This is an optimization exercise on Yosys and OpenROAD, whose aim is small area, not a production implementation.
In this exercise RTL edits were held to simulation tests only and were not proved equivalent to the original.
Power is estimated from default activity; no workload was simulated. The clock port is modelled as an ideal driver; clocking choices that lean on that would not hold on a real chip.

--- flow/run.sh ---
#!/bin/bash
# Standard ORFS layout (the standard.sh, unchanged synthesis) with two changes:
# - CTS clusters more flip-flops per leaf buffer and inserts no dummy loads;
# - ports are buffered with buf_2 instead of the default delay buffer.
set -uo pipefail
export CTS_ARGS="-sink_clustering_enable -repair_clock_nets -dont_use_dummy_load -sink_clustering_size 30 -sink_clustering_max_diameter 100 -buf_list {sky130_fd_sc_hd__clkbuf_8 sky130_fd_sc_hd__clkbuf_16}"
export BUFFER_PORTS_ARGS="-buffer_cell sky130_fd_sc_hd__buf_2"
bash standard.sh > standard.log 2>&1
--- standard.sh ---
#!/bin/bash
# synth_recipe.tcl (not shown) runs the flow's synth.tcl, then flattens the netlist and writes it again
# the make line also repeats each setting of config.mk as NAME=value (left out here)
make -C /OpenROAD-flow-scripts/flow DESIGN_CONFIG=/design/flow/config.mk WORK_HOME=/design/flow/orfs CLKGATE_MAP_FILE= SYNTH_SCRIPT=/design/flow/synth_recipe.tcl "${@:-finish}"
--- config.mk ---
export PLATFORM = sky130hd
export DESIGN_NAME = wrr_pkt_arbiter
export DESIGN_NICKNAME = wrr_pkt_arbiter
export VERILOG_FILES = /design/flow/design.v
export SDC_FILE = /design/flow/constraint.sdc
export NUM_CORES = 4
export LEC_CHECK = 0
export CAP_MARGIN = 10
export CORE_MARGIN = 2
export CORE_UTILIZATION = 50
export GPL_TIMING_DRIVEN = 0
export PLACE_DENSITY = 0.58
export SLEW_MARGIN = 10
export SYNTH_HIERARCHICAL = 1
--- constraint.sdc ---
create_clock -name core_clock -period 5.0 [get_ports {clk}]
set_input_delay 1.0000 -clock core_clock [delete_from_list [all_inputs] [get_ports {clk}]]
set_output_delay 1.0000 -clock core_clock [all_outputs]
set_load 0.01 [all_outputs]
--- design.v ---
module pkt_arb_ao222n (
  input  logic a0, b0, a1, b1, a2, b2,
  output logic y
);
  assign y = !((b0 & a0) | (b1 & a1) | (b2 & a2));
endmodule
module pkt_arb_and2 (
  input  logic a, b,
  output logic y
);
  assign y = a & b;
endmodule
module pkt_arb_nand2 (
  input  logic a, b,
  output logic y
);
  assign y = !(a & b);
endmodule
module pkt_arb_nor2 (
  input  logic a, b,
  output logic y
);
  assign y = !(a | b);
endmodule
module pkt_arb_ao22n (
  input  logic a0, b0, a1, b1,
  output logic y
);
  assign y = !((b0 & a0) | (b1 & a1));
endmodule
module pkt_arb_mux2n (
  input  logic a0, a1, s,
  output logic y
);
  assign y = !(s ? a1 : a0);
endmodule
module pkt_arb_xnor2 (
  input  logic a, b,
  output logic y
);
  assign y = !(a ^ b);
endmodule
module wrr_pkt_arbiter #(
  parameter int DATA_WIDTH = 64,
  parameter int CTRL_WIDTH = 8,
  parameter int WEIGHT0    = 3,
  parameter int WEIGHT1    = 2
) (
  input  logic                  clk,
  input  logic                  reset,
  input  logic [DATA_WIDTH-1:0] in0_data,
  input  logic [CTRL_WIDTH-1:0] in0_ctrl,
  input  logic                  in0_wr,
  output logic                  in0_rdy,
  input  logic [DATA_WIDTH-1:0] in1_data,
  input  logic [CTRL_WIDTH-1:0] in1_ctrl,
  input  logic                  in1_wr,
  output logic                  in1_rdy,
  output logic [DATA_WIDTH-1:0] out_data,
  output logic [CTRL_WIDTH-1:0] out_ctrl,
  output logic                  out_wr,
  input  logic                  out_rdy
  ,
  output logic [31:0]           pkt_cnt0,
  output logic [31:0]           pkt_cnt1
);
  localparam int FW = DATA_WIDTH + CTRL_WIDTH;
  localparam int NE = 31;         
  localparam int SW = 18;         
  localparam int NSL = FW / SW;   
  typedef enum logic [1:0] {IDLE, HDR, BODY} state_t;
  logic          sel;
  logic [1:0]    can_rd;            
  logic          do_rd0, do_rd1;
  logic [FW-1:0] out_data_ctrl;
  logic [FW-1:0] f_din   [2];
  logic          f_wr    [2];
  logic          f_rd    [2];
  logic [FW-1:0] f_hq    [2];       
  logic          f_hph   [2];       
  logic          f_empty [2];
  logic          f_full  [2];
  logic          f_empty_nx [2];    
  assign f_din[0] = {in0_ctrl, in0_data};
  assign f_din[1] = {in1_ctrl, in1_data};
  assign f_wr[0]  = in0_wr;
  assign f_wr[1]  = in1_wr;
  assign f_rd[0]  = do_rd0;
  assign f_rd[1]  = do_rd1;
  for (genvar f = 0; f < 2; f++) begin : fifo
    logic [FW-1:0] din;
    logic          wr, rd;            
    logic          do_wr;
    logic [4:0]    cnt;               
    logic [4:0]    cnt_nx;
    logic [NE:0]   at;                
    logic          empty, full;
    logic [NE:0]   ph;                
    assign din   = f_din[f];
    assign wr    = f_wr[f];
    assign rd    = f_rd[f];
    assign do_wr = wr && !full;
    for (genvar i = 0; i <= NE; i++) begin : dc
      assign at[i] = (cnt == 5'(i));
    end
    assign ph[NE] = 1'b0;
    logic           nwr;
    logic           rd_m;             
    logic [NSL-1:0] rd_s, nrd_s;      
    assign nwr = !do_wr;
    pkt_arb_and2 u_rdm (.a(out_rdy), .b(can_rd[f]), .y(rd_m));
    for (genvar k = 0; k < NSL; k++) begin : rdc
      pkt_arb_and2  u_r  (.a(out_rdy), .b(can_rd[f]), .y(rd_s[k]));
      pkt_arb_nand2 u_nr (.a(out_rdy), .b(can_rd[f]), .y(nrd_s[k]));
    end
    for (genvar i = 0; i < NE; i++) begin : e
      logic           nmatch;
      logic [NSL-1:0] ld, sh, hd;
      logic [FW-1:0]  q, n;
      logic           p;
      pkt_arb_mux2n u_m (.a0(at[i]), .a1(at[i+1]), .s(rd_m), .y(nmatch));
      assign ph[i]  = p;
      for (genvar k = 0; k < NSL; k++) begin : s
        pkt_arb_nor2 u_ld (.a(nwr), .b(nmatch), .y(ld[k]));
        pkt_arb_nor2 u_sh (.a(nrd_s[k]), .b(ld[k]), .y(sh[k]));
        pkt_arb_nor2 u_hd (.a(rd_s[k]),  .b(ld[k]), .y(hd[k]));
        for (genvar j = 0; j < SW; j++) begin : bt
          localparam int B = k * SW + j;
          if (i < NE - 1) begin : m
            pkt_arb_ao222n u (.a0(q[B]), .b0(hd[k]), .a1(e[i+1].q[B]), .b1(sh[k]),
                              .a2(din[B]), .b2(ld[k]), .y(n[B]));
          end else begin : t
            pkt_arb_ao22n u (.a0(q[B]), .b0(hd[k]), .a1(din[B]), .b1(ld[k]), .y(n[B]));
          end
        end
      end
      logic pn;
      pkt_arb_ao22n u_p (.a0(p), .b0(hd[0]), .a1(ph[i+1]), .b1(sh[0]), .y(pn));
      always_ff @(posedge clk) begin
        q <= n;
        p <= pn;
      end
    end
    always_comb begin
      cnt_nx = cnt;
      if (do_wr && !rd) cnt_nx = cnt + 5'd1;
      else if (!do_wr && rd) cnt_nx = cnt - 5'd1;
    end
    always_ff @(posedge clk) begin
      if (reset) begin
        cnt   <= 5'd0;
        empty <= 1'b1;
        full  <= 1'b0;
      end else begin
        cnt   <= cnt_nx;
        empty <= (cnt_nx == 5'd0);
        full  <= (cnt_nx == 5'd31);
      end
    end
    assign f_hq[f]    = e[0].q;
    assign f_hph[f]   = e[0].p;
    assign f_empty[f] = empty;
    assign f_empty_nx[f] = reset || (cnt_nx == 5'd0);
    assign f_full[f]  = full;
  end
  logic empty0, empty1, hph;
  assign empty0  = f_empty[0];
  assign empty1  = f_empty[1];
  assign in0_rdy = !f_full[0];
  assign in1_rdy = !f_full[1];
  assign hph = sel ? f_hph[1] : f_hph[0];
  for (genvar b = 0; b < FW; b++) begin : ob
    logic m;
    pkt_arb_mux2n u_m (.a0(f_hq[0][b]), .a1(f_hq[1][b]), .s(sel), .y(m));
    pkt_arb_xnor2 u_x (.a(m), .b(hph), .y(out_data_ctrl[b]));
  end
  assign {out_ctrl, out_data} = out_data_ctrl;
  state_t     state, state_nx;
  logic       gnt, gnt_nx;
  logic [1:0] cnt, cnt_nx;   
  logic       sel_nx;
  logic       ctrl_nz;
  logic       eop;
  logic       credit_done;
  assign do_rd0 = out_rdy && can_rd[0];
  assign do_rd1 = out_rdy && can_rd[1];
  assign out_wr = do_rd0 || do_rd1;
  assign ctrl_nz     = |out_ctrl;
  assign eop         = out_wr && (state == BODY) && ctrl_nz;
  assign credit_done = gnt ? (cnt >= 2'(WEIGHT1 - 1)) : (cnt >= 2'(WEIGHT0 - 1));
  always_comb begin
    state_nx = state;
    gnt_nx   = gnt;
    cnt_nx   = cnt;
    if (reset) begin
      state_nx = IDLE;
      gnt_nx   = 1'b0;
      cnt_nx   = '0;
    end else if (out_wr) begin
      unique case (state)
        IDLE: begin
          if (ctrl_nz) state_nx = HDR;
          else         state_nx = BODY;
          if (sel != gnt) begin
            gnt_nx = sel;
            cnt_nx = '0;
          end
        end
        HDR: begin
          if (!ctrl_nz) state_nx = BODY;
        end
        BODY: begin
          if (ctrl_nz) begin
            state_nx = IDLE;
            if (credit_done) begin
              gnt_nx = !gnt;
              cnt_nx = '0;
            end else begin
              cnt_nx = cnt + 2'd1;
            end
          end
        end
        default: state_nx = IDLE;
      endcase
    end
  end
  assign sel_nx = (state_nx == IDLE) ? (gnt_nx ? !f_empty_nx[1] : f_empty_nx[0]) : gnt_nx;
  always_ff @(posedge clk) begin
    state  <= state_nx;
    gnt    <= gnt_nx;
    cnt    <= cnt_nx;
    sel    <= sel_nx;
    can_rd <= {sel_nx && !f_empty_nx[1], !sel_nx && !f_empty_nx[0]};
  end
  always_ff @(posedge clk) begin
    if (reset) begin
      pkt_cnt0 <= '0;
      pkt_cnt1 <= '0;
    end else if (eop) begin
      if (sel) pkt_cnt1 <= pkt_cnt1 + 32'd1;
      else     pkt_cnt0 <= pkt_cnt0 + 32'd1;
    end
  end
endmodule
==> results of run 1 <==
-- worst paths after layout --
check	start	to	slack (ps)
worst min register to register	fifo[1].e[22].q[1]$_DFF_P_	fifo[1].e[21].q[1]$_DFF_P_	420
worst max register to register	can_rd[1]$_DFF_P_	fifo[1].e[18].q[23]$_DFF_P_	210
worst min-delay path	fifo[1].e[22].q[1]$_DFF_P_	fifo[1].e[21].q[1]$_DFF_P_	420
worst max-delay path	can_rd[1]$_DFF_P_	fifo[1].e[18].q[23]$_DFF_P_	210
-- cells in the mapped netlist (all sizes together) (20+ instances only) --
master	count
xor2	39
a222oi	4320
a21oi	22
clkbuf	21
ha	20
inv	23
nand2	65
nor2	879
dfxtp	4610
nor3	26
nand3	30
mux2i	135
xnor2	91
a22oi	210
-- worst max-delay path: stages, from the launching register on --
cell      delay, ps
dfxtp_1        1050
and2_2          900
buf_16          260
mux2i_2         650
buf_6           250
nor2_2          180
nor2_1         1020
a222oi_1        310
-- Yosys stat by module, one instance, submodules excluded --
module           times used  cells inside  flops+latches
pkt_arb_and2             10             1              0
pkt_arb_ao222n         4320             1              0
pkt_arb_ao22n           206             1              0
pkt_arb_mux2n           134             1              0
pkt_arb_nand2             8             1              0
pkt_arb_nor2            738             1              0
pkt_arb_xnor2            72             1              0
wrr_pkt_arbiter           1          5142           4610
-- sequential cells by signal, summed over array words and instances, names as in the netlist --
signal     cells
fifo.e.q    4464
fifo.e.p      62
pkt_cnt0      32
pkt_cnt1      32
fifo.cnt      10
can_rd         2
cnt            2
fifo.full      2
state          2
gnt            1
sel            1
-- kinds of logic (layout without fill, tap and decap cells) --
group	Yosys count	in the layout	share of synthesized area, %
simple gates	1092	1092	3.06
other cells	1	4	0.00257
flops	4610	4610	63.2
buf+inv	51	613	0.135
xor+xnor	130	130	0.780
compound gates	4589	4589	31.7
mux	136	136	0.933
fa+ha+maj	21	21	0.178
-- power breakdown --
part / internal [mW] / switching, mW / leakage, nW / total, mW
Sequential: 57.1 / 12.7 / 38.9 / 69.8
Clock: 6.38 / 10.8 / 2.17 / 17.2
Combinational: 19.0 / 15.1 / 14.4 / 34.1
Total: 82.5 / 38.6 / 55.6 / 121
-- layer usage --
layer / up-vias / wire (um)
li1: 51800 / -
met1: 60500 / 186000
met2: 5057 / 202000
met3: 505 / 33600
met4: 4 / 12800
met5: - / 29
-- stage by stage --
step | util, % | instance area (um^2) | TNS, ps
5_1_grt | 54.8 | 159000 | 0
4_1_cts | 54.4 | 158000 | 0
2_1_floorplan | - | 146000 | 0
6_report | 54.8 | 159000 | 0
3_3_place_gp | 52.4 | 152000 | -8916210
3_5_place_dp | 52.9 | 154000 | -1149470
-- final cells by class --
cell class / instances / area, um^2
diodes: 2 / 5.00
plain buffers: 26 / 114
clock buffers: 176 / 4400
fillers: 24300 / 131000
inverters: 25 / 98.8
multi-input cells: 5970 / 55000
flip-flops and latches: 4610 / 92300
well taps: 3900 / 4880
repair buffers: 386 / 2700
==> summary.md, run 1 <==
| Metric | Value |
|---|---|
| Syn Inst Count | `10,600` |
| GRT met3 Usage | `3.50%` |
| Routability cong. | `0.835` |
| Post_cts resized | `3` |
| Largest net degree at the start of global routing | `83` |
| Synth unique cells | `61` |
| First-pass GRT wire length | `667 mm` |
| Die ar. | `296,000 um^2` |
| Setup Viol. Count Final | `0` |
| Ys async rst share | `0%` |
| Leakage power | `55.6 nW` |
| Die Wd | `544 um` |
| EDFF count, synth | `0` |
| Ports | `288` |
| FF+latch count, synth | `4,610` |
| Most Used Layer, Global Route | `met2` |
| Min Tclk post-route | `4790 ps` |
| Clock root buffer | `clkbuf_16` |
| Final ANT Viol Nets | `0` |
| Commonest non-fill, non-tap cell in the layout | `dfxtp_1` |
| CTS tree | `built` |
| Worst-path clk slew | `110 ps` |
| Clock Skew | `40.2 ps` |
| Total iterations of the first detailed-routing run | `11` |
| GRT overflow | `0` |
| Final nets | `11,400` |
| DR WL/cell | `28.8 um` |
| Vias in the first global route | `112,000` |
| Final hold violation count | `0` |
| Fmax | `0.209 GHz` |
| Initial DRC Count | `28,400` |
| Via density | `7.80` |
| Hold path depth | `1` |
| Most frequent cells in the layout | `dfxtp_1 (4,609), a222oi_1 (4,320), nor2_1 (475), nor2_2 (404), buf_2 (289)` |
| Initial antenna violation count | `9` |
| Reg2Reg Depth | `7` |
| Final Max Slew Viols | `0` |
| Port bufs | `287` |
| Max_slew headroom | `13.7%` |
| Worst VDD drop | `0.000602 V` |
| Largest area contributor in the netlist | `dfxtp_1` |
| Die Span Y | `544 um` |
| Worst slew pin tran | `1290 ps` |
| Layout cells sized above 1 | `11.4%` |
| Hpwl dp | `287 mm` |
| Status | `finished clean` |
| Hold Slack | `422 ps` |
| Ratio of final minimum period to clock period | `95.8%` |
| Met2 GRT Util | `44.9%` |
| Synth warn | `23` |
| Cell Rows | `198` |
| Setup Fix Bufs, Post-CTS | `0` |
| Max Cap Viol | `0` |
| Worst Setup End Kind | `flop` |
| Top-area cell type share of the netlist area | `63.2%` |
| Final Worst Setup Slack | `211 ps` |
| GRT Util Overall | `27.7%` |
| Worst-Skew Late Latency | `910 ps` |
| Place WS | `-722 ps` |
| RSZ-0062 raised after global routing | `no` |
| Synth area leaders | `dfxtp_1 (63%), a222oi_1 (30%), nor2_1 (2.3%), a22oi_2 (1.8%), mux2i_1 (0.93%)` |
| Met1 usage | `38.2%` |
| CP max FO | `20` |
| DR vias | `118,000` |
| Hold-fix buffers, CTS | `0` |
| Core area | `291,000 um^2` |
| CP arrival | `5530 ps` |
| Non-Filler Instances | `15,100` |
| Hold Crit Class | `flop to flop` |
| Most used DFF post-synth | `dfxtp_1` |
| Avg Cell Area, Syn | `13.7 um^2` |
| Setup Crit Path Kind | `flop to flop` |
| Starting Density | `50.2%` |
| CTS H-Tree Depth | `4` |
| CTS buffer count | `176` |
| CTS sink cnt | `4,610` |
| Placed cell count | `14,900` |
| Total power | `121 mW` |
| Data required, critical path | `5740 ps` |
| PD cells | `759 nW/um^2` |
| Crit path launch type | `flop` |
| Max clock buf depth | `4` |
| Synthesized cell area | `146,000 um^2` |
| Drc violations | `0` |
| Growth of design area from synthesis to finish | `9.24%` |
| Total Wirelength | `435 mm` |
| Post-synthesis sequential area ratio | `63.2%` |
==> inputs of run 2 (changes only) <==
--- a/config.mk
+++ b/config.mk
@@ -9,5 +9,5 @@
 export CORE_MARGIN = 2
-export CORE_UTILIZATION = 50
+export CORE_UTILIZATION = 55
 export GPL_TIMING_DRIVEN = 0
-export PLACE_DENSITY = 0.58
+export PLACE_DENSITY = 0.63
 export SLEW_MARGIN = 10
==> summary.md, run 2 <==
| Metric | Value |
|---|---|
| Worst Setup End Kind | `flop (unchanged)` |
| CTS tree | `built (unchanged)` |
| Cells along the critical path | `and2_2, buf_12, mux2i_4, nor2_2, nor2_1, a222oi_1 (was and2_2, buf_16, mux2i_2, buf_6, nor2_2, nor2_1, a222oi_1)` |
| Clock root buffer | `clkbuf_16 (unchanged)` |
| Initial DRC Count | `27,000 (was 28,400)` |
| Ratio of final minimum period to clock period | `97.9% (was 95.8%)` |
| Top-area cell type share of the netlist area | `63.2% (unchanged)` |
| GRT overflow | `0 (unchanged)` |
| Hold Crit Class | `flop to flop (unchanged)` |
| Largest net degree at the start of global routing | `133 (was 83)` |
| Ys async rst share | `0% (unchanged)` |
| Synthesized cell area | `146,000 um^2 (unchanged)` |
| Synth warn | `23 (unchanged)` |
| Sequential cell area | `92,300 um^2 (unchanged)` |
| Fmax | `0.204 GHz (was 0.209 GHz)` |
| CTS buffer count | `172 (was 176)` |
| Vias in the first global route | `113,000 (was 112,000)` |
| Final nets | `11,400 (about the same)` |
| Top Metal Used | `met5 (unchanged)` |
| Worst-path clk slew | `110 ps (about the same)` |
| Max clock buf depth | `3 (was 4)` |
| Worst path slowest cell | `dfxtp_1 (unchanged)` |
| Growth of design area from synthesis to finish | `8.96% (was 9.24%)` |
| Top cells by count, synth | `dfxtp_1 (4,610), a222oi_1 (4,320), nor2_1 (878) (unchanged)` |
| Drc violations | `0 (unchanged)` |
| Min Tclk post-route | `4890 ps (was 4790 ps)` |
| CTS H-Tree Depth | `4 (unchanged)` |
| Non-Filler Instances | `14,700 (was 15,100)` |
| Most used DFF post-synth | `dfxtp_1 (unchanged)` |
| FF+latch count, synth | `4,610 (unchanged)` |
| Met2 Wirelength | `205 mm (was 202 mm)` |
| Largest register by flop count | `fifo.e.q (unchanged)` |
| Synth area leaders | `dfxtp_1 (63%), a222oi_1 (30%), nor2_1 (2.3%), a22oi_2 (1.8%), mux2i_1 (0.93%) (unchanged)` |
| Port bufs | `287 (unchanged)` |
| Final ANT Viol Nets | `0 (unchanged)` |
| DR vias | `118,000 (about the same)` |
| Crit path largest cell delay | `1200 ps (was 1050 ps)` |
| Routed length on met1 | `176 mm (was 186 mm)` |
| Flip-flop count of the largest register after layout | `4,464 (unchanged)` |
| CP arrival | `5590 ps (was 5530 ps)` |
| Max Cap Viol | `0 (unchanged)` |
| Layout cells sized above 1 | `11.8% (was 11.4%)` |
| Setup Viol. Count Final | `0 (unchanged)` |
| Routability cong. | `0.841 (was 0.835)` |
| Die Wd | `519 um (was 544 um)` |
| Commonest non-fill, non-tap cell in the layout | `dfxtp_1 (unchanged)` |
| Core area | `265,000 um^2 (was 291,000 um^2)` |
| Clock Skew | `63.0 ps (was 40.2 ps)` |
| Biggest regs | `fifo.e.q x4464, fifo.e.p x62 (unchanged)` |
| Starting Density | `55.2% (was 50.2%)` |
| Total iterations of the first detailed-routing run | `12 (was 11)` |
| Worst slew pin tran | `1360 ps (was 1290 ps)` |
| CTS sink cnt | `4,610 (unchanged)` |
| RSZ-0062 raised after global routing | `no (unchanged)` |
| Post-synthesis sequential area ratio | `63.2% (unchanged)` |
| Placed cell count | `14,500 (was 14,900)` |
| Synth unique cells | `61 (unchanged)` |
| Total Wirelength | `430 mm (was 435 mm)` |
| DR WL/cell | `29.1 um (was 28.8 um)` |
| EDFF count, synth | `0 (unchanged)` |
| Metal3 WL | `32.7 mm (was 33.6 mm)` |
| Max_slew headroom | `8.78% (was 13.7%)` |
| Final hold violation count | `0 (unchanged)` |
| Setup Fix Bufs, Post-CTS | `0 (unchanged)` |
| Status | `finished clean (unchanged)` |
| Final Max Slew Viols | `0 (unchanged)` |
| Worst VDD drop | `0.000565 V (was 0.000602 V)` |
| PD cells | `757 nW/um^2 (was 759 nW/um^2)` |
| Leakage power | `55.5 nW (was 55.6 nW)` |
| Hpwl dp | `283 mm (was 287 mm)` |
| Top-count cell post-synth | `dfxtp_1 (unchanged)` |
| Most frequent cells in the layout | `dfxtp_1 (4,609), a222oi_1 (4,320), nor2_2 (445), nor2_1 (430), buf_2 (289) (was dfxtp_1 (4,609), a222oi_1 (4,320), nor2_1 (475), nor2_2 (404), buf_2 (289))` |
| Via density | `8.01 (was 7.80)` |
| GRT Util Overall | `30.0% (was 27.7%)` |
| Worst-Skew Late Latency | `890 ps (was 910 ps)` |
| First-pass GRT wire length | `663 mm (was 667 mm)` |
| CP max FO | `20 (unchanged)` |
| Fin Setup TNS | `0 ps (unchanged)` |
| Crit path launch type | `flop (unchanged)` |
| Cell Rows | `189 (was 198)` |
| Die ar. | `270,000 um^2 (was 296,000 um^2)` |
| Ports | `288 (unchanged)` |
| Syn Inst Count | `10,600 (unchanged)` |
| Avg Cell Area, Syn | `13.7 um^2 (unchanged)` |
| Initial antenna violation count | `17 (was 9)` |
| Data required, critical path | `5690 ps (was 5740 ps)` |
| Multi-input logic area | `55,000 um^2 (about the same)` |
| Setup Crit Path Kind | `flop to flop (unchanged)` |
| # fillers | `21,000 (was 24,300)` |
| Die Span Y | `519 um (was 544 um)` |
| Largest area contributor in the netlist | `dfxtp_1 (unchanged)` |
[run 2: cell counts after synthesis]
Identical to the previous run, type by type.
[run 2: repair_timing]
action                     4_1_cts  5_1_grt
setup endpoints to repair        3       35
hold buffers                     0        0
gates resized for setup          1        3
[run 2: metal layers]
metal | up-vias | global-route usage, %
li1 | 51800 | -
met1 | 60400 | 39.7
met2 | 5258 | 49.1
met3 | 670 | 4.28
met4 | 14 | 12.5
met5 | - | 0
[run 2: per-stage QoR]
step	power (mW)	setup slack [ps]	area, um^2	util, %	hold slack (ps)
global route	127	21.5	159000	60.1	369
detailed placement	104	-689	154000	58.1	425
floorplan	91.2	179	146000	-	416
finish	120	106	159000	60.1	401
CTS	120	8.65	158000	59.7	334
global placement	101	-3150	152000	57.4	421
[run 2: final timing paths]
check                         startpoint  cells after the start  slack, ps                           to
max                    can_rd[1]$_DFF_P_                      6        110  fifo[1].e[19].q[67]$_DFF_P_
min          fifo[0].e[18].q[37]$_DFF_P_                      1        400  fifo[0].e[17].q[37]$_DFF_P_
max reg2reg            can_rd[1]$_DFF_P_                      6        110  fifo[1].e[19].q[67]$_DFF_P_
min reg2reg  fifo[0].e[18].q[37]$_DFF_P_                      1        400  fifo[0].e[17].q[37]$_DFF_P_
[run 2: critical path: cells and delay by family (launching register included)]
kind	cells	cell delay [ps]
and+or+nand+nor	3	2160
DFF	1	1200
muxes	1	780
AOI/OAI and AO/OA	1	310
buffers and inverters	1	280
[run 2: area by class of cell]
type                    instances  area share (%)
multi-input cells            5970            34.6
well taps                    3533            2.78
plain buffers                  26          0.0716
inverters                      25          0.0669
flip-flops and latches       4610            58.0
repair buffers                393            1.75
diodes                          8          0.0126
clock buffers                 172            2.71
[run 2: kinds of logic after synthesis]
group                    share of synthesized area [%]
flip-flops                                        63.2
other                                          0.00257
XOR/XNOR                                         0.780
adder cells (fa/ha/maj)                          0.178
AND/OR/NAND/NOR                                   3.06
buffers and inverters                            0.135
AO/OA/AOI/OAI                                     31.7
multiplexers                                     0.933
[run 2: per-module statistics from Yosys, one instance, submodules excluded]
module,cell area (um^2),copies in the design
pkt_arb_and2,6.26,10
pkt_arb_ao222n,10.0,4320
pkt_arb_ao22n,12.5,206
pkt_arb_mux2n,10.0,134
pkt_arb_nand2,3.75,8
pkt_arb_nor2,3.75,738
pkt_arb_xnor2,8.76,72
wrr_pkt_arbiter,95300,1
[run 2: power breakdown]
group | total, mW | leakage [nW] | internal [mW] | switching [mW]
clock | 16.8 | 2.12 | 6.22 | 10.6
sequential | 69.6 | 38.9 | 57.1 | 12.5
combinational | 33.9 | 14.5 | 19.1 | 14.9
==> inputs of run 3 (changes only) <==
==> flow/run.sh (replaced) <==
#!/bin/bash
# Standard ORFS layout (the standard.sh, unchanged synthesis) with two changes:
# - CTS clusters more flip-flops per leaf buffer and inserts no dummy loads;
# - ports are buffered with buf_1 instead of the default delay buffer.
set -uo pipefail
export CTS_ARGS="-sink_clustering_enable -repair_clock_nets -dont_use_dummy_load -sink_clustering_size 30 -sink_clustering_max_diameter 100 -buf_list {sky130_fd_sc_hd__clkbuf_8 sky130_fd_sc_hd__clkbuf_16}"
export BUFFER_PORTS_ARGS="-buffer_cell sky130_fd_sc_hd__buf_1"
bash standard.sh > standard.log 2>&1
--- a/config.mk
+++ b/config.mk
@@ -9,5 +9,5 @@
 export CORE_MARGIN = 2
-export CORE_UTILIZATION = 55
+export CORE_UTILIZATION = 50
 export GPL_TIMING_DRIVEN = 0
-export PLACE_DENSITY = 0.63
+export PLACE_DENSITY = 0.58
 export SLEW_MARGIN = 10
==> summary.md, run 3 <==
| Metric | Value |
|---|---|
| Final nets | `11,400 (about the same)` |
| Final Max Slew Viols | `0 (unchanged)` |
| GRT overflow | `0 (unchanged)` |
| Layout cells sized above 1 | `10.1% (was 11.8%)` |
| Pint | `82.3 mW (was 82.4 mW)` |
| Hold Slack | `380 ps (was 401 ps)` |
| Vias in the first global route | `112,000 (was 113,000)` |
| Post-synthesis sequential area ratio | `63.2% (unchanged)` |
| Ys async rst share | `0% (unchanged)` |
| Ratio of final minimum period to clock period | `95.6% (was 97.9%)` |
| R2r startpoint | `can_rd[1]$_DFF_P_ (unchanged)` |
| Place WS | `-432 ps (was -689 ps)` |
| Min Tclk post-route | `4780 ps (was 4890 ps)` |
| Final hold violation count | `0 (unchanged)` |
| Final Instance Area | `159,000 um^2 (about the same)` |
| Hold Crit Class | `flop to flop (unchanged)` |
| Cell Rows | `198 (was 189)` |
| Worst VDD drop | `0.000621 V (was 0.000565 V)` |
| Synth unique cells | `61 (unchanged)` |
| Sequential share of power | `57.7% (was 57.8%)` |
| Synth area leaders | `dfxtp_1 (63%), a222oi_1 (30%), nor2_1 (2.3%), a22oi_2 (1.8%), mux2i_1 (0.93%) (unchanged)` |
| Crit path launch type | `flop (unchanged)` |
| Setup Crit Path Kind | `flop to flop (unchanged)` |
| Largest area contributor in the netlist | `dfxtp_1 (unchanged)` |
| Die Wd | `544 um (was 519 um)` |
| Setup Viol. Count Final | `0 (unchanged)` |
| Max_slew headroom | `11.9% (was 8.78%)` |
| RSZ-0062 raised after global routing | `no (unchanged)` |
| Die Span Y | `544 um (was 519 um)` |
| Hold-fix buffers, CTS | `0 (unchanged)` |
| Clock root buffer | `clkbuf_16 (unchanged)` |
| Total iterations of the first detailed-routing run | `15 (was 12)` |
| Hold Crit Start | `fifo[0].e[20].q[58]$_DFF_P_ (was fifo[0].e[18].q[37]$_DFF_P_)` |
| Die ar. | `296,000 um^2 (was 270,000 um^2)` |
| Biggest regs | `fifo.e.q x4464, fifo.e.p x62 (unchanged)` |
| EDFF count, synth | `0 (unchanged)` |
| DR vias | `118,000 (about the same)` |
| Data required, critical path | `5730 ps (was 5690 ps)` |
| Top-area cell type share of the netlist area | `63.2% (unchanged)` |
| CP arrival | `5510 ps (was 5590 ps)` |
| Top cells by count, synth | `dfxtp_1 (4,610), a222oi_1 (4,320), nor2_1 (878) (unchanged)` |
| Cells along the critical path | `and2_4, mux2i_2, nor2_2, nor2_1, a222oi_1 (was and2_2, buf_12, mux2i_4, nor2_2, nor2_1, a222oi_1)` |
| Initial antenna violation count | `7 (was 17)` |
| Clk network pwr share | `14.2% (was 14.0%)` |
| Largest register by flop count | `fifo.e.q (unchanged)` |
| Crit path from | `can_rd[1]$_DFF_P_ (unchanged)` |
| Hpwl dp | `287 mm (was 283 mm)` |
| Port bufs | `287 (unchanged)` |
| GRT Util Overall | `27.7% (was 30.0%)` |
| First-pass GRT wire length | `667 mm (was 663 mm)` |
| Growth of design area from synthesis to finish | `9.15% (was 8.96%)` |
| Crit path largest cell delay | `1040 ps (was 1200 ps)` |
| Syn Inst Count | `10,600 (unchanged)` |
| Leakage power | `55.1 nW (was 55.5 nW)` |
| Met2 GRT Util | `44.7% (was 49.1%)` |
| FF+latch count, synth | `4,610 (unchanged)` |
| Core area | `291,000 um^2 (was 265,000 um^2)` |
| Placed cell count | `14,900 (was 14,500)` |
| Max clock buf depth | `4 (was 3)` |
| Area post-placement | `154,000 um^2 (about the same)` |
| Fmax | `0.209 GHz (was 0.204 GHz)` |
| Total Wirelength | `437 mm (was 430 mm)` |
| Switching part of the total | `32.0% (was 31.6%)` |
| Final ANT Viol Nets | `0 (unchanged)` |
| Drc violations | `0 (unchanged)` |
| Initial DRC Count | `28,900 (was 27,000)` |
| Most Used Layer, Global Route | `met2 (unchanged)` |
| CTS buffer count | `176 (was 172)` |
| Worst slew pin tran | `1320 ps (was 1360 ps)` |
| Most used DFF post-synth | `dfxtp_1 (unchanged)` |
| GRT met3 Usage | `3.91% (was 4.28%)` |
| P_sw | `38.7 mW (was 38.0 mW)` |
| Final Worst Setup Slack | `222 ps (was 106 ps)` |
| Starting Density | `50.2% (was 55.2%)` |
| Flip-flop count of the largest register after layout | `4,464 (unchanged)` |
| CTS tree | `built (unchanged)` |
| CTS H-Tree Depth | `4 (unchanged)` |
| Worst-Skew Late Latency | `900 ps (was 890 ps)` |
| Routability cong. | `0.835 (was 0.841)` |
| Synthesized cell area | `146,000 um^2 (unchanged)` |
| Via density | `7.80 (was 8.01)` |
| CP max FO | `31 (was 20)` |
| CTS sink cnt | `4,610 (unchanged)` |
| Most frequent cells in the layout | `dfxtp_1 (4,609), a222oi_1 (4,320), nor2_1 (482), nor2_2 (396), a22oi_2 (206) (was dfxtp_1 (4,609), a222oi_1 (4,320), nor2_2 (445), nor2_1 (430), buf_2 (289))` |
| Non-Filler Instances | `15,100 (was 14,700)` |
| Synth warn | `23 (unchanged)` |
| Max Cap Viol | `0 (unchanged)` |
| DR WL/cell | `28.9 um (was 29.1 um)` |
| Comb pwr share | `28.0% (was 28.2%)` |
| Worst path slowest cell | `dfxtp_1 (unchanged)` |
| Post-layout util | `54.8% (was 60.1%)` |
| Top-count cell post-synth | `dfxtp_1 (unchanged)` |
| Status | `finished clean (unchanged)` |
| Worst-path clk slew | `110 ps (about the same)` |
| Met1 usage | `38.1% (was 39.7%)` |
| Clock Skew | `50.4 ps (was 63.0 ps)` |
| PD cells | `759 nW/um^2 (was 757 nW/um^2)` |
| Commonest non-fill, non-tap cell in the layout | `dfxtp_1 (unchanged)` |
| Largest net degree at the start of global routing | `83 (was 133)` |
| Worst Setup End Kind | `flop (unchanged)` |
| Ports | `288 (unchanged)` |
| # fillers | `24,400 (was 21,000)` |
| Avg Cell Area, Syn | `13.7 um^2 (unchanged)` |
[run 3: changes by cell type in the layout (fill, tap and decap cells not counted), moves of 2 or more]
| cell | before | now |
|---|---|---|
| nor2_2 | 445 | 396 |
| buf_6 | 46 | 35 |
| nor2_4 | 4 | 1 |
| and2_4 | 0 | 2 |
| nor2_1 | 430 | 482 |
| buf_1 | 2 | 144 |
| clkbuf_16 | 172 | 176 |
| mux2i_4 | 10 | 23 |
| buf_2 | 289 | 147 |
| mux2i_2 | 52 | 39 |
| buf_4 | 25 | 33 |
| and2_2 | 11 | 8 |
[run 3: through the flow]
stage	setup TNS [ps]	power, mW
6_report	0	121
4_1_cts	0	121
3_3_place_gp	-	102
5_1_grt	0	127
3_5_place_dp	-124070	104
2_1_floorplan	0	91.2
[run 3: final timing paths]
kind                                                     to  slack [ps]  cells after the start
worst max-delay path            fifo[1].e[27].q[55]$_DFF_P_         220                      5
worst min-delay path            fifo[0].e[19].q[58]$_DFF_P_         380                      1
worst max register to register  fifo[1].e[27].q[55]$_DFF_P_         220                      5
worst min register to register  fifo[0].e[19].q[58]$_DFF_P_         380                      1
[run 3: final cells by class]
type | instances | area, um^2 | area share [%]
sequential | 4610 | 92300 | 57.9
multi-input combinational | 5970 | 55000 | 34.5
tap | 3900 | 4880 | 3.06
clock buffer | 176 | 4400 | 2.76
timing repair buffer | 390 | 2540 | 1.59
buffer | 26 | 114 | 0.0715
inverter | 25 | 98.8 | 0.0620
antenna | 7 | 17.5 | 0.0110
[run 3: cell families (layout without fill, tap and decap cells)]
logic type                 count (synthesis)  after routing  synth area share, %
DFF                                     4610           4610                 63.2
xor gates and xnor gates                 130            130                0.780
buffers and inverters                     51            617                0.135
other                                      1              9              0.00257
AOI/OAI and AO/OA                       4589           4589                 31.7
muxes                                    136            136                0.933
and+or+nand+nor                         1092           1092                 3.06
adders and majority gates                 21             21                0.178
[run 3: Yosys stat by module, one instance, submodules excluded]
| module | flops+latches | cell area (um^2) |
|---|---|---|
| pkt_arb_nand2 | 0 | 3.75 |
| pkt_arb_nor2 | 0 | 3.75 |
| pkt_arb_mux2n | 0 | 10.0 |
| pkt_arb_ao222n | 0 | 10.0 |
| pkt_arb_ao22n | 0 | 12.5 |
| pkt_arb_and2 | 0 | 6.26 |
| pkt_arb_xnor2 | 0 | 8.76 |
| wrr_pkt_arbiter | 4610 | 95300 |
[run 3: what timing repair did]
item,in CTS,in global routing
endpoints found under the setup margin,54,0
endpoints found under the hold margin,0,0
setup buffers,1,0
gates resized for setup,5,0
[run 3: power groups by stage]
stage | clock network, mW | registers, mW | logic [mW]
3_5_place_dp | 0 | 70.2 | 33.6
3_3_place_gp | 0 | 70.0 | 31.6
2_1_floorplan | 0 | 65.0 | 26.2
5_1_grt | 18.9 | 71.6 | 36.9
6_report | 17.2 | 69.9 | 33.9
4_1_cts | 17.7 | 69.6 | 33.6
[run 3: worst max-delay path: cells and delay by family, from the launching register on]
kind | cells | cell delay (ps)
flops | 1 | 1040
simple gates | 3 | 2220
compound gates | 1 | 290
mux | 1 | 1000
[run 3: routing by layer]
metal  share of wire, %  wire [um]  vias up
met5             0.0030         13        -
met4                2.9      12800        2
met3                8.2      35700      511
met2                 46     203000     5180
met1                 42     185000    60400
li1                   -          -    51800

[static timing again, ports no longer ideal]
No port has a modelled driver above. Below, the same layouts with a new extraction and two added sets of constraints. Step 1 assumes that a clkbuf_16 drives the clock port and a buf_2 every other input. Step 2 moves the port delays by t, midway between the first and last clock arrival at a register: inputs arrive t later, outputs are due t later. That takes back most of the time a late clock gives input paths. Three values: ideal, step 1, step 2; two values: the first two.
run | t (ns) | setup WS [ns] | hold WS [ns] | worst setup path at the end | clock arrival spread, ns
run 1 | 0.991 | 0.211 / 0.139 / -0.629 | 0.422 / 0.378 / 0.422 | input to register | 0.051 / 0.050
run 2 | 0.955 | 0.106 / 0.106 / -0.665 | 0.401 / 0.377 / 0.401 | input to register | 0.073 / 0.074
run 3 | 0.978 | 0.222 / 0.222 / -0.435 | 0.380 / 0.380 / 0.380 | input to register | 0.069 / 0.069
Met with ideal ports but missed after step 2: setup timing in every run listed. For run 1, which loses most, drivers alone change the setup slack by -0.072 ns; drivers and shift together by -0.840 ns.
